Context: an optimization exercise on an open-source flow, tuned for small area. The choices shown serve that exercise and are no tape-out recipe.
Only simulation tests tie the RTL to the original design; equivalence was not proved.
Power figures rest on the tool's default switching activity, not on a simulated workload.

== job 101 ==
==> module irs_hold, before the edit <==
module irs_hold (
  input  logic ld,
  input  logic ld_n,
  input  logic d,
  input  logic q,
  output logic y
);
  assign y = (ld & d) | (ld_n & q);
endmodule
==> module image_readback_streamer, before the edit <==
module image_readback_streamer #(
  parameter int unsigned TOTAL_BITS = image_pkg::TOTAL_BITS
) (
  input  logic                                 clk,
  input  logic                                 rst_n,
  input  logic                                 start_i,
  input  logic                                 abort_i,
  input  logic                                 img_valid_i,
  input  logic [TOTAL_BITS-1:0]                img_in_i,
  output logic [7:0]                           tx_data_o,
  output logic                                 tx_valid_o,
  input  logic                                 tx_ready_i,
  output logic                                 busy_o,
  output logic                                 done_o,
  output logic                                 err_not_ready_o,
  output logic [$clog2(TOTAL_BITS/8+1)-1:0]    byte_idx_o
);
  localparam int unsigned NUM_BYTES = TOTAL_BITS / 8;
  localparam int unsigned IDX_W     = $clog2(NUM_BYTES + 1);
  localparam int unsigned NHI       = (NUM_BYTES + 7) / 8;
  localparam int unsigned NNXT      = NUM_BYTES - 1;
  localparam int unsigned NGRP3     = NNXT / 3;
  localparam int unsigned NREM      = NNXT - 3 * NGRP3;         
  localparam int unsigned NGRP      = NGRP3 + (NREM != 0 ? 1 : 0);
  localparam int unsigned SNAP_W    = TOTAL_BITS - 8;          
  logic                  stream_q;    
  logic                  done_q;      
  logic [IDX_W-1:0]      idx_q;
  logic                  err_q;
  logic [7:0]            data_q;      
  logic [SNAP_W-1:0]     shadow_q, shadow_d;
  logic                  last_byte;
  logic                  go;          
  logic [7:0]            nxt;         
  assign last_byte = (idx_q == IDX_W'(NUM_BYTES - 1));
  assign go        = !stream_q && !done_q && start_i && img_valid_i;
  always_ff @(posedge clk or negedge rst_n) begin
    if (!rst_n) begin
      stream_q <= 1'b0;
      done_q   <= 1'b0;
      idx_q    <= '0;
      err_q    <= 1'b0;
      data_q   <= '0;
    end else begin
      err_q  <= !abort_i && !stream_q && !done_q && start_i && !img_valid_i;
      done_q <= !abort_i && stream_q && tx_ready_i && last_byte;
      if (abort_i) begin
        stream_q <= 1'b0;
        idx_q    <= '0;
        data_q   <= '0;
      end else if (stream_q) begin
        if (tx_ready_i) begin
          data_q <= nxt;
          if (last_byte) begin
            stream_q <= 1'b0;
            idx_q    <= '0;
          end else begin
            idx_q <= idx_q + IDX_W'(1);
          end
        end
      end else if (go) begin
        stream_q <= 1'b1;
        data_q   <= img_in_i[7:0];
      end else begin
        data_q   <= '0;
      end
    end
  end
  for (genvar i = 0; i < SNAP_W; i++) begin : g_hold
    irs_hold u_hold (.ld(!stream_q), .ld_n(stream_q), .d(img_in_i[8 + i]), .q(shadow_q[i]),
                     .y(shadow_d[i]));
  end
  always_ff @(posedge clk) begin
    shadow_q <= shadow_d;
  end
  logic [7:0]           lo_n;
  logic [NHI-1:0]       hi_n;
  logic [NNXT-1:0]      sel;
  irs_predec #(.IDX_W(IDX_W), .NHI(NHI)) u_predec (
    .en(stream_q), .idx(idx_q), .lo_n(lo_n), .hi_n(hi_n)
  );
  for (genvar k = 0; k < NNXT; k++) begin : g_sel
    irs_sel u_sel (.lo_n(lo_n[k % 8]), .hi_n(hi_n[k / 8]), .sel(sel[k]));
  end
  for (genvar b = 0; b < 8; b++) begin : g_bit
    logic [NNXT-1:0] d;
    logic [NGRP-1:0] y_n;
    for (genvar k = 0; k < NNXT; k++) begin : g_d
      assign d[k] = shadow_q[8*k + b];
    end
    for (genvar g = 0; g < NGRP3; g++) begin : g_grp
      irs_pick3 u_pick (.sel(sel[3*g +: 3]), .d(d[3*g +: 3]), .y_n(y_n[g]));
    end
    if (NREM == 2) begin : g_rem2
      irs_pick2 u_pick (.sel(sel[3*NGRP3 +: 2]), .d(d[3*NGRP3 +: 2]), .y_n(y_n[NGRP3]));
    end else if (NREM == 1) begin : g_rem1
      assign y_n[NGRP3] = !(sel[3*NGRP3] && d[3*NGRP3]);
    end
    irs_merge #(.N(NGRP)) u_merge (.y_n(y_n), .y(nxt[b]));
  end
  assign tx_data_o       = data_q;
  assign tx_valid_o      = stream_q;
  assign busy_o          = stream_q;
  assign done_o          = done_q;
  assign byte_idx_o      = idx_q;
  assign err_not_ready_o = err_q;
endmodule
Settings: LEC_CHECK=0, CAP_MARGIN=20, CORE_AREA=2.76 2.72 467.1 122.4, DIE_AREA=0 0 470 125, PLACE_DENSITY=0.75, SLEW_MARGIN=20, SYNTH_HIERARCHICAL=1, SYNTH_MINIMUM_KEEP_SIZE=0; clock period 5.0 ns.
standard.sh (not shown) runs the stock make flow with config.mk's settings and CLKGATE_MAP_FILE= SYNTH_SCRIPT=/design/flow/synth_recipe.tcl, a recipe that flattens the netlist after the stock synthesis.
==> flow/flow/run.sh <==
#!/bin/bash
# Own layout flow: the standard flow (standard synthesis unchanged), with the port buffers
# made of the smallest buffer and a clock tree of smaller buffers without dummy loads.
set -euo pipefail
export BUFFER_PORTS_ARGS="-buffer_cell sky130_fd_sc_hd__buf_1"
export CTS_ARGS="-sink_clustering_enable -repair_clock_nets -dont_use_dummy_load -sink_clustering_size 14 -sink_clustering_max_diameter 40 -buf_list {sky130_fd_sc_hd__clkbuf_8}"
bash standard.sh synth > synth.log 2>&1
bash standard.sh finish > layout.log 2>&1
--- input diff job 101..job 102 ---
--- a/flow/design.v
+++ b/flow/design.v
@@ -16,11 +16,11 @@
   input  logic ld_n,
   input  logic d,
   input  logic q,
   output logic y
 );
-  assign y = (ld & d) | (ld_n & q);
+  assign y = ~((d | ld_n) & (q | ld));
 endmodule
 module irs_pick3 (
   input  logic [2:0] sel,
   input  logic [2:0] d,
   output logic       y_n
@@ -94,10 +94,12 @@
   logic                  err_q;
   logic [7:0]            data_q;      
   logic [SNAP_W-1:0]     shadow_q, shadow_d;
   logic                  last_byte;
   logic                  go;          
+  logic                  inv_q;       
+  logic [7:0]            pick;        
   logic [7:0]            nxt;         
   assign last_byte = (idx_q == IDX_W'(NUM_BYTES - 1));
   assign go        = !stream_q && !done_q && start_i && img_valid_i;
   always_ff @(posedge clk or negedge rst_n) begin
     if (!rst_n) begin
@@ -113,25 +115,29 @@
         stream_q <= 1'b0;
         idx_q    <= '0;
         data_q   <= '0;
       end else if (stream_q) begin
         if (tx_ready_i) begin
-          data_q <= nxt;
           if (last_byte) begin
             stream_q <= 1'b0;
             idx_q    <= '0;
+            data_q   <= '0;
           end else begin
-            idx_q <= idx_q + IDX_W'(1);
+            idx_q  <= idx_q + IDX_W'(1);
+            data_q <= nxt;
           end
         end
       end else if (go) begin
         stream_q <= 1'b1;
         data_q   <= img_in_i[7:0];
       end else begin
         data_q   <= '0;
       end
     end
+  end
+  always_ff @(posedge clk) begin
+    inv_q <= stream_q ? !inv_q : 1'b1;
   end
   for (genvar i = 0; i < SNAP_W; i++) begin : g_hold
     irs_hold u_hold (.ld(!stream_q), .ld_n(stream_q), .d(img_in_i[8 + i]), .q(shadow_q[i]),
                      .y(shadow_d[i]));
   end
@@ -159,12 +165,13 @@
     if (NREM == 2) begin : g_rem2
       irs_pick2 u_pick (.sel(sel[3*NGRP3 +: 2]), .d(d[3*NGRP3 +: 2]), .y_n(y_n[NGRP3]));
     end else if (NREM == 1) begin : g_rem1
       assign y_n[NGRP3] = !(sel[3*NGRP3] && d[3*NGRP3]);
     end
-    irs_merge #(.N(NGRP)) u_merge (.y_n(y_n), .y(nxt[b]));
+    irs_merge #(.N(NGRP)) u_merge (.y_n(y_n), .y(pick[b]));
   end
+  assign nxt = pick ^ {8{inv_q}};
   assign tx_data_o       = data_q;
   assign tx_valid_o      = stream_q;
   assign busy_o          = stream_q;
   assign done_o          = done_q;
   assign byte_idx_o      = idx_q;
### Flow results
Across job 102 and job 101, none had a timing, DRC or antenna violation.
Against job 101, job 102 reports a share of final-layout standard cells stronger than drive strength 1 that is lower.
On power, job 102 and job 101 are basically level.
Per the comparison of job 102 with job 101, standard cell area after detailed placement decreased 2200 sq um; number of inserted filler cells in the final layout increased 208; global-route usage increased 0.50 points; number of max-capacitance violations reported essentially unchanged; worst setup slack decreased 0.30 ns.
Going from job 101 to job 102, first-pass GRT wire length grew slightly.
Reported combinational group power sits lower in job 102 than in job 101.
Cmp job 102 vs job 101: post-placement setup slack lower in job 102
Compare job 102 and job 101 | core utilization higher: job 101
Going from job 101 to job 102, amount of wire on met2 after detailed routing shrinks by 0.43%.
Job 102 vs job 101, number of inverters outside the clock class in the layout went down by 1.

[port drivers added, routing unchanged]
The flow's constraints put no driver on any port. The routed layouts listed below were extracted and timed again, unchanged, in two steps.
Step 1: set_driving_cell puts a clkbuf_16 on clk and a buf_2 on each other input, an assumption about the parent block.
Step 2, shift: input delay + t, output delay - t, t = (earliest + latest rising clock arrival at the registers) / 2. This alone moves slack from input paths to output paths.
a / b / c = no drivers / after step 1 / after step 2; a / b = the first two.
run | t, ns | setup slack, ns | worst setup path at the end
job 101 | 0.761 | 0.665 / 0.665 / 0.665 | register to register
job 102 | 0.765 | 0.362 / 0.362 / 0.362 | register to register
After both steps setup and hold are still met in every run listed.
